This design comes from an exercise in tuning for small area, a short achievable clock period and few clock cycles on the open sky130 flow, not from production work.
The RTL of this run was laid out without a check of its function.
Power figures rest on the tool's default switching activity, not on a simulated workload.

## flow/run.sh

```bash
#!/bin/bash
# synth_recipe.tcl (not shown) runs the flow's synth.tcl, then flattens the netlist and writes it again
# the make line also repeats each setting of config.mk as NAME=value (left out here)
make -C /OpenROAD-flow-scripts/flow DESIGN_CONFIG=/design/flow/config.mk WORK_HOME=/design/flow/orfs CLKGATE_MAP_FILE= SYNTH_SCRIPT=/design/flow/synth_recipe.tcl finish
```

## flow/design.v

```verilog
module cluster_centroid_n #(
  parameter int IMG_WIDTH    = 640,
  parameter int IMG_HEIGHT   = 480,
  parameter int NUM_CLUSTERS = 3,
  parameter int COLOR_W      = 12,
  parameter int DIST_THRESH  = 64,
  parameter int MIN_COUNT    = 4,
  localparam int XW = $clog2(IMG_WIDTH),
  localparam int YW = $clog2(IMG_HEIGHT),
  localparam int IW = (NUM_CLUSTERS > 1) ? $clog2(NUM_CLUSTERS) : 1
) (
  input  logic                         clk,
  input  logic                         rst,
  input  logic signed [COLOR_W-1:0]    pixel_r,
  input  logic signed [COLOR_W-1:0]    pixel_g,
  input  logic signed [COLOR_W-1:0]    pixel_b,
  input  logic                         pixel_valid,
  input  logic [XW-1:0]                x,
  input  logic [YW-1:0]                y,
  input  logic                         ref_wr_en,
  input  logic [IW-1:0]                ref_wr_idx,
  input  logic signed [COLOR_W-1:0]    ref_wr_r,
  input  logic signed [COLOR_W-1:0]    ref_wr_g,
  input  logic signed [COLOR_W-1:0]    ref_wr_b,
  output logic [NUM_CLUSTERS*XW-1:0]   centroid_x,
  output logic [NUM_CLUSTERS*YW-1:0]   centroid_y,
  output logic [NUM_CLUSTERS-1:0]      found,
  output logic                         frame_done,
  output logic                         busy,
  output logic                         overrun
);
  localparam int NC    = NUM_CLUSTERS;
  localparam int DW    = COLOR_W + 1;                
  localparam int AW    = $clog2(DIST_THRESH + 1);    
  localparam int SDW   = AW + 2;                     
  localparam int CW    = $clog2(IMG_WIDTH * IMG_HEIGHT + 1);
  localparam int SUM_W = $clog2(IMG_WIDTH * IMG_WIDTH * IMG_HEIGHT);
  localparam int QW    = XW;                         
  localparam int RW    = CW;                         
  localparam int MW    = RW + QW;                    
  localparam int STW   = $clog2(QW);
  logic signed [COLOR_W-1:0] r_ref_r [NC];
  logic signed [COLOR_W-1:0] r_ref_g [NC];
  logic signed [COLOR_W-1:0] r_ref_b [NC];
  logic           r_rst;           
  logic           r1_valid, r1_eof;
  logic [XW-1:0]  r1_x;
  logic [YW-1:0]  r1_y;
  logic [AW+2:0]  r1_c [NC][3];    
  logic [NC-1:0]  r2_ok;
  logic [SDW-1:0] r2_d [NC];
  logic           r2_eof;
  logic [XW-1:0]  r2_x;
  logic [YW-1:0]  r2_y;
  logic [NC-1:0]    w_hit;
  logic [CW-1:0]    r_cnt  [NC];
  logic [SUM_W-1:0] r_sx   [NC];
  logic [SUM_W-1:0] r_sy   [NC];
  logic [CW-1:0]    w_inc_cnt [NC];
  logic [SUM_W-1:0] w_add_x [NC];
  logic [SUM_W-1:0] w_add_y [NC];
  logic [CW-1:0]    r_dc [NC];
  logic [MW-1:0]    r_dx [NC];
  logic [MW-1:0]    r_dy [NC];
  logic             r_div, r_last;
  logic [STW-1:0]   r_step;
  logic [NC-1:0]    w_gex, w_gey;
  logic [RW-1:0]    w_rx [NC];
  logic [RW-1:0]    w_ry [NC];
  logic [NC*XW-1:0] r_centroid_x;
  logic [NC*YW-1:0] r_centroid_y;
  logic [NC-1:0]    r_found;
  logic             r_frame_done, r_busy;
  always_ff @(posedge clk) begin
    for (int k = 0; k < NC; k++) begin
      if (rst) begin
        r_ref_r[k] <= COLOR_W'(50  + 450 * k);
        r_ref_g[k] <= COLOR_W'(100 + 450 * k);
        r_ref_b[k] <= COLOR_W'(150 + 450 * k);
      end else if (ref_wr_en && ref_wr_idx == IW'(k)) begin
        r_ref_r[k] <= ref_wr_r;
        r_ref_g[k] <= ref_wr_g;
        r_ref_b[k] <= ref_wr_b;
      end
    end
  end
  localparam int HW = COLOR_W - AW + 1;             
  function automatic logic [AW+2:0] chan(input logic signed [COLOR_W-1:0] p,
                                         input logic signed [COLOR_W-1:0] q);
    logic [AW:0]   lo;
    logic [HW-1:0] ph, qh;
    logic          b, z0, m1;
    lo  = {1'b0, p[AW-1:0]} - {1'b0, q[AW-1:0]};
    b   = lo[AW];
    ph  = {p[COLOR_W-1], p[COLOR_W-1:AW]};
    qh  = {q[COLOR_W-1], q[COLOR_W-1:AW]};
    z0  = b ? (ph == qh + HW'(1)) : (ph == qh);
    m1  = b ? (ph == qh) : (ph + HW'(1) == qh);
    chan = {z0, m1, lo[AW-1:0] > AW'(DIST_THRESH), lo[AW-1:0]};
  endfunction
  always_ff @(posedge clk) begin
    r_rst    <= rst;
    r1_valid <= !rst && pixel_valid;
    r1_eof   <= !rst && pixel_valid && x == XW'(IMG_WIDTH - 1) && y == YW'(IMG_HEIGHT - 1);
    r1_x     <= x;
    r1_y     <= y;
    for (int k = 0; k < NC; k++) begin
      r1_c[k][0] <= chan(pixel_r, r_ref_r[k]);
      r1_c[k][1] <= chan(pixel_g, r_ref_g[k]);
      r1_c[k][2] <= chan(pixel_b, r_ref_b[k]);
    end
  end
  always_ff @(posedge clk) begin
    logic [AW-1:0] u [3];
    logic [2:0]    neg, ok;
    r2_eof <= !rst && r1_eof;
    r2_x   <= r1_x;
    r2_y   <= r1_y;
    for (int k = 0; k < NC; k++) begin
      for (int j = 0; j < 3; j++) begin
        neg[j] = r1_c[k][j][AW];
        ok[j]  = (r1_c[k][j][AW+2] && !neg[j]) || (r1_c[k][j][AW+1] && r1_c[k][j][AW-1]);
        u[j]   = r1_c[k][j][AW-1:0] ^ {AW{neg[j]}};
      end
      r2_ok[k] <= !rst && r1_valid && (&ok);
      r2_d[k]  <= SDW'(u[0]) + SDW'(u[1]) + SDW'(u[2]) + SDW'(neg[0]) + SDW'(neg[1]) + SDW'(neg[2]);
    end
  end
  always_comb begin
    logic [NC-1:0] m;
    for (int k = 0; k < NC; k++)
      m[k] = r2_ok[k] && r2_d[k] <= SDW'(DIST_THRESH);
    for (int k = 0; k < NC; k++) begin
      w_hit[k] = m[k];
      for (int j = 0; j < NC; j++) begin
        if (j < k && m[j] && r2_d[j][AW-1:0] <= r2_d[k][AW-1:0]) w_hit[k] = 1'b0;
        if (j > k && m[j] && r2_d[j][AW-1:0] <  r2_d[k][AW-1:0]) w_hit[k] = 1'b0;
      end
    end
    for (int k = 0; k < NC; k++) begin
      w_inc_cnt[k]  = r_cnt[k] + CW'(1);
      w_add_x[k]    = r_sx[k] + SUM_W'(r2_x);
      w_add_y[k]    = r_sy[k] + SUM_W'(r2_y);
    end
  end
  always_comb begin
    logic [RW:0] tx, ty;
    for (int k = 0; k < NC; k++) begin
      tx = r_dx[k][MW-1:QW-1];
      ty = r_dy[k][MW-1:QW-1];
      w_gex[k] = tx >= {1'b0, r_dc[k]};
      w_gey[k] = ty >= {1'b0, r_dc[k]};
      w_rx[k]  = w_gex[k] ? RW'(tx - {1'b0, r_dc[k]}) : tx[RW-1:0];
      w_ry[k]  = w_gey[k] ? RW'(ty - {1'b0, r_dc[k]}) : ty[RW-1:0];
    end
  end
  always_ff @(posedge clk) begin
    for (int k = 0; k < NC; k++) begin
      if (r_rst || r2_eof) begin
        r_cnt[k] <= '0;
        r_sx[k]  <= '0;
        r_sy[k]  <= '0;
      end else if (w_hit[k]) begin
        r_cnt[k] <= w_inc_cnt[k];
        r_sx[k]  <= w_add_x[k];
        r_sy[k]  <= w_add_y[k];
      end
    end
  end
  always_ff @(posedge clk) begin
    for (int k = 0; k < NC; k++) begin
      if (r2_eof) begin
        r_dc[k] <= w_hit[k] ? w_inc_cnt[k] : r_cnt[k];
        r_dx[k] <= MW'(w_hit[k] ? w_add_x[k] : r_sx[k]);
        r_dy[k] <= MW'(w_hit[k] ? w_add_y[k] : r_sy[k]);
      end else if (r_div) begin
        r_dx[k] <= {w_rx[k], r_dx[k][QW-2:0], w_gex[k]};
        r_dy[k] <= {w_ry[k], r_dy[k][QW-2:0], w_gey[k]};
      end
    end
  end
  always_ff @(posedge clk) begin
    if (rst) begin
      r_div        <= 1'b0;
      r_last       <= 1'b0;
      r_step       <= '0;
      r_busy       <= 1'b0;
      r_frame_done <= 1'b0;
      r_found      <= '0;
      r_centroid_x <= '0;
      r_centroid_y <= '0;
    end else begin
      r_frame_done <= 1'b0;
      r_last       <= r_div && r_step == STW'(QW - 2);
      if (r2_eof) begin
        r_div  <= 1'b1;
        r_step <= '0;
        r_busy <= 1'b1;
      end else if (r_div) begin
        r_step <= r_step + STW'(1);
        if (r_last) begin
          r_div        <= 1'b0;
          r_busy       <= 1'b0;
          r_frame_done <= 1'b1;
          for (int k = 0; k < NC; k++) begin
            r_found[k] <= r_dc[k] >= CW'(MIN_COUNT);
            if (r_dc[k] >= CW'(MIN_COUNT)) begin
              r_centroid_x[k*XW +: XW] <= {r_dx[k][XW-2:0], w_gex[k]};
              r_centroid_y[k*YW +: YW] <= {r_dy[k][YW-2:0], w_gey[k]};
            end
          end
        end
      end
    end
  end
  assign centroid_x = r_centroid_x;
  assign centroid_y = r_centroid_y;
  assign found      = r_found;
  assign frame_done = r_frame_done;
  assign busy       = r_busy;
  assign overrun    = 1'b0;
endmodule
```

## flow/constraint.sdc

```tcl
create_clock -name core_clock -period 8.0 [get_ports {clk}]
set_input_delay 1.6000 -clock core_clock [delete_from_list [all_inputs] [get_ports {clk}]]
set_output_delay 1.6000 -clock core_clock [all_outputs]
set_load 0.01 [all_outputs]
```

## flow/config.mk

```make
export PLATFORM = sky130hd
export DESIGN_NAME = cluster_centroid_n
export DESIGN_NICKNAME = cluster_centroid_n
export VERILOG_FILES = /design/flow/design.v
export SDC_FILE = /design/flow/constraint.sdc
export NUM_CORES = 4
export LEC_CHECK = 0
export CAP_MARGIN = 20
export CORE_MARGIN = 2
export CORE_UTILIZATION = 55
export CTS_BUF_LIST = sky130_fd_sc_hd__clkbuf_8
export CTS_CLUSTER_DIAMETER = 50
export CTS_CLUSTER_SIZE = 14
export SETUP_SLACK_MARGIN = 5
export SLEW_MARGIN = 20
```

==> flow_summary.yaml <==
timing:
  final-setup-viol-count: 0
  finalSetupTns_ns: 0
  tightest_slew_ns: 1.08
  timing.final.ws_setup_ns: 4.79
  period_needed_ns: 3.21
  slew_headroom_pct: 27.9
  grt_setup_unrepaired: "true"
  skew_ns: 0.0460
  max_freq_ghz: 0.312
  hold_viol: 0
  period_share_pct: 40.1
  drv_slew: 0
clocking:
  insertion_delay_ns: 0.74
  clk_path_buf_depth: 3
  tritoncts: "built"
  clk_pin_slew_ns: 0.08
  htree_num_levels: 3
  cts_hold_buffers: 0
  cts.sinks: 794
  numCtsBuffers: 97
  cts-root-buf: "clkbuf_8"
routing:
  wl_met1_um: 51900
  routed_wl_um: 121000
  top_layer_used: "met5"
  route.detailed.drc: 0
  drt-initial-drc-count: 1802
  vias: 34144
  dr_wl_met2_um: 57300
  ant_nets: 0
  dr.pass1.iters: 5
  wire_per_inst_um: 19.7
  wl_met3_um: 5970
  via_per_inst: 5.58
place:
  post-place-ws_ns: 3.78
  port_buffers: 158
  finalWeightedCongestion: 0.873
  dpl.hpwl_um: 82700
  postPlaceCellArea_um2: 46700
hold_path:
  hp-class: "reg2reg"
  hold_depth: 0
logic_synthesis:
  synth_top_cell_area_share_pct: 25.9
  syn_nets: 5136
  synth_fa_ha_area_share_pct: 11.0
  synthMuxAreaShare_pct: 4.71
  synth_area_per_cell_um2: 9.40
  synth-simple-area-share_pct: 16.4
  synth_edf_count: 225
  yosysTopAreaCell: "dfxtp_1"
  ys_seq_area_share_pct: 41.2
  yosysMostFrequentCell: "dfxtp_1"
  synth-seq-cells: 794
  synth_xor_area_share_pct: 9.91
  syn_inst: 4680
  ys.flop_type: "dfxtp_1"
  synth_top_family_by_area: "simple AND/OR/NAND/NOR gates"
  ys_types: 90
  synth_common_cells: "dfxtp_1, nor2_1, a21oi_1"
  synth_compound_area_share_pct: 12.9
  async_flop_share_pct: 0
  synthTopCellsByArea: "dfxtp_1, edfxtp_1, ha_1"
  syn_area_um2: 44000
  yosysWarningCount: 18
critical_path:
  cp_num_buf_inv: 4
  critPathArrivalTime_ns: 3.67
  cp.depth: 15
  rr_worst_depth: 15
  critPathKind: "reg2reg"
  crit_top_cell: "buf_6"
  cpLargestDelayFamily: "simple AND/OR/NAND/NOR gates"
  slowest_stage: "edfxtp_1"
  slowest_delay_ns: 0.43
  startpoint_type: "flop"
  end_kind: "flop"
  worstPathRequired_ns: 8.46
  crit_fanout: 6
  path_cells: "buf_4 > buf_6 > ha_4 > fa_2 > nor2b_4 > o2111ai_4 > nand3_2 > and2_4 > o2111ai_2 > and3_4 > o21ai_4 > buf_6 > buf_12 > mux2i_1 > mux2_4"
final_layout:
  final_util_pct: 67.2
  area.growth.synth_to_final_pct: 20.9
  drive_gt1_share_pct: 17.5
  final_cell_area_um2: 53200
  fill_cells: 6402
  final_nets: 5435
global_routing:
  overflow: 0
  grt_usage_pct: 28.0
  grt_pass1_wl_um: 181000
  grt_max_degree: 98
  first_global_vias: 33164
  antenna_found_initial: 11
floorplan:
  die-area_um2: 82300
  fp.dieW_um: 287
  start_util_pct: 55.6
  ios: 160
  design.core.area_um2: 79100
  num_rows: 103
  die_h_um: 287
power:
  vdd_drop_max_mv: 0.209
  finalPower_w: 0.0108
  p_per_area_nw_per_um2: 202
  leakage_nw: 21.8
flow_run:
  drv_cap: 0
outcome:
  status: "no timing/DRC/antenna violations"
## worst reg2reg max path, delay by kind of cell (launching register included)
kind / cells / cell delay [ns]
buffers and inverters: 4 / 0.53
adders and majority gates: 2 / 0.53
AOI/OAI and AO/OA: 3 / 0.49
muxes: 2 / 0.33
DFF: 1 / 0.43
and+or+nand+nor: 4 / 0.65
## cell type report
type                       count  area (um2)  area share (%)
antenna                        6        15.0          0.0282
clock buffer                 106        1460            2.74
clock inverter                76         938            1.76
inverter                     264        1010            1.89
multi-input combinational   3453       26500            49.8
sequential                   794       18200            34.3
tap                         1050        1310            2.47
timing repair buffer         368        3710            6.97
timing repair inverter         1        5.00         0.00941
## per-stage QoR
step,hold slack [ns],cells
final,0.310,6118
after global routing,0.313,6113
after CTS,0.310,6027
after detailed placement,0.312,5741
after global placement,0.310,5741
after floorplan,0.310,4680
## path summary, 6_finish.rpt
| path | slack, ns | start | to |
|---|---|---|---|
| worst max-delay path | 4.79 | r_dc[0][0]$_DFFE_PP_ | r_dx[0][10]$_DFFE_PP_ |
| worst min-delay path | 0.31 | r1_x[9]$_DFF_P_ | r2_x[9]$_DFF_P_ |
| worst max register to register | 4.79 | r_dc[0][0]$_DFFE_PP_ | r_dx[0][10]$_DFFE_PP_ |
| worst min register to register | 0.31 | r1_x[9]$_DFF_P_ | r2_x[9]$_DFF_P_ |
## where the power goes
part	switching (W)	internal, W	leakage, nW	total (W)
Clock	0.00173	0.00180	1.24	0.00353
Sequential	0.000178	0.00434	6.82	0.00451
Combinational	0.00140	0.00131	13.7	0.00271
## metal layers
metal / up-vias / GRT usage (%)
li1: 16986 / -
met1: 16260 / 34.9
met2: 673 / 47.3
met3: 217 / 5.11
met4: 8 / 12.4
met5: - / 0
## state kept, by name, indices dropped and copies added (netlist names), 3 cells and up
| name | count |
|---|---|
| r1_x | 10 |
| r_dy | 87 |
| r2_ok | 3 |
| r_ref_r | 36 |
| r_dc | 57 |
| r_sy | 84 |
| r2_d | 27 |
| r_ref_b | 36 |
| r_centroid_x | 30 |
| r_dx | 87 |
| r_found | 3 |
| r_sx | 84 |
| r2_x | 10 |
| r_cnt | 57 |
| r1_y | 9 |
| r2_y | 9 |
| r_step | 4 |
| r_centroid_y | 27 |
| r_ref_g | 36 |
| r1_c | 90 |
## cell families (layout without fill, tap and decap cells)
kind of cell	count (synthesis)	count (layout)
mux	204	204
fa+ha+maj	359	359
compound gates	894	900
simple gates	1489	1491
buf+inv	441	815
xor+xnor	498	498
other cells	1	7
flops	794	794
## cells in the final DEF (no fill, tap or decap), types with 35 or more instances in the layout
cell type,count
a211oi_2,35
a21o_1,74
a21oi_1,320
and3_1,50
buf_4,125
buf_6,48
clkbuf_8,106
clkdlybuf4s50_1,77
dfxtp_1,527
edfxtp_1,225
ha_1,275
inv_1,242
mux2i_1,175
nand2_1,315
nand2b_1,54
nand3_1,111
nand4_1,69
nor2_1,490
nor2b_1,123
nor3_1,42
o21ai_0,119
xnor2_1,240
xor2_1,225
## timing repair
item / CTS / global route
gates cloned: 15 / 13
pin swaps: 94 / 122
resized for setup: 475 / 299
setup endpoints to repair: 515 / 350
buffers inserted: 89 / 72

-- static timing again, ports no longer ideal --
How much do the figures lean on ideal ports? The routed layout below was timed once more, with nothing changed but the port constraints. Step 1: set_driving_cell puts a clkbuf_16 on clk and a buf_2 on each other input, an assumption about the parent block. Step 2, shift: input delay + t, output delay - t, t = (earliest + latest rising clock arrival at the registers) / 2. This alone moves slack from input paths to output paths. Slacks: ideal ports / drivers / drivers and shift; pairs: ideal ports / drivers.
t, ns: 0.785
setup WS [ns]: 4.793 / 4.793 / 4.329
hold slack, ns: 0.310 / 0.310 / 0.310
clock arrival spread, ns: 0.051 / 0.052
After both steps setup and hold are still met in this run. The setup slack of this run moves by 0.000 ns with the drivers and by -0.464 ns with both steps.
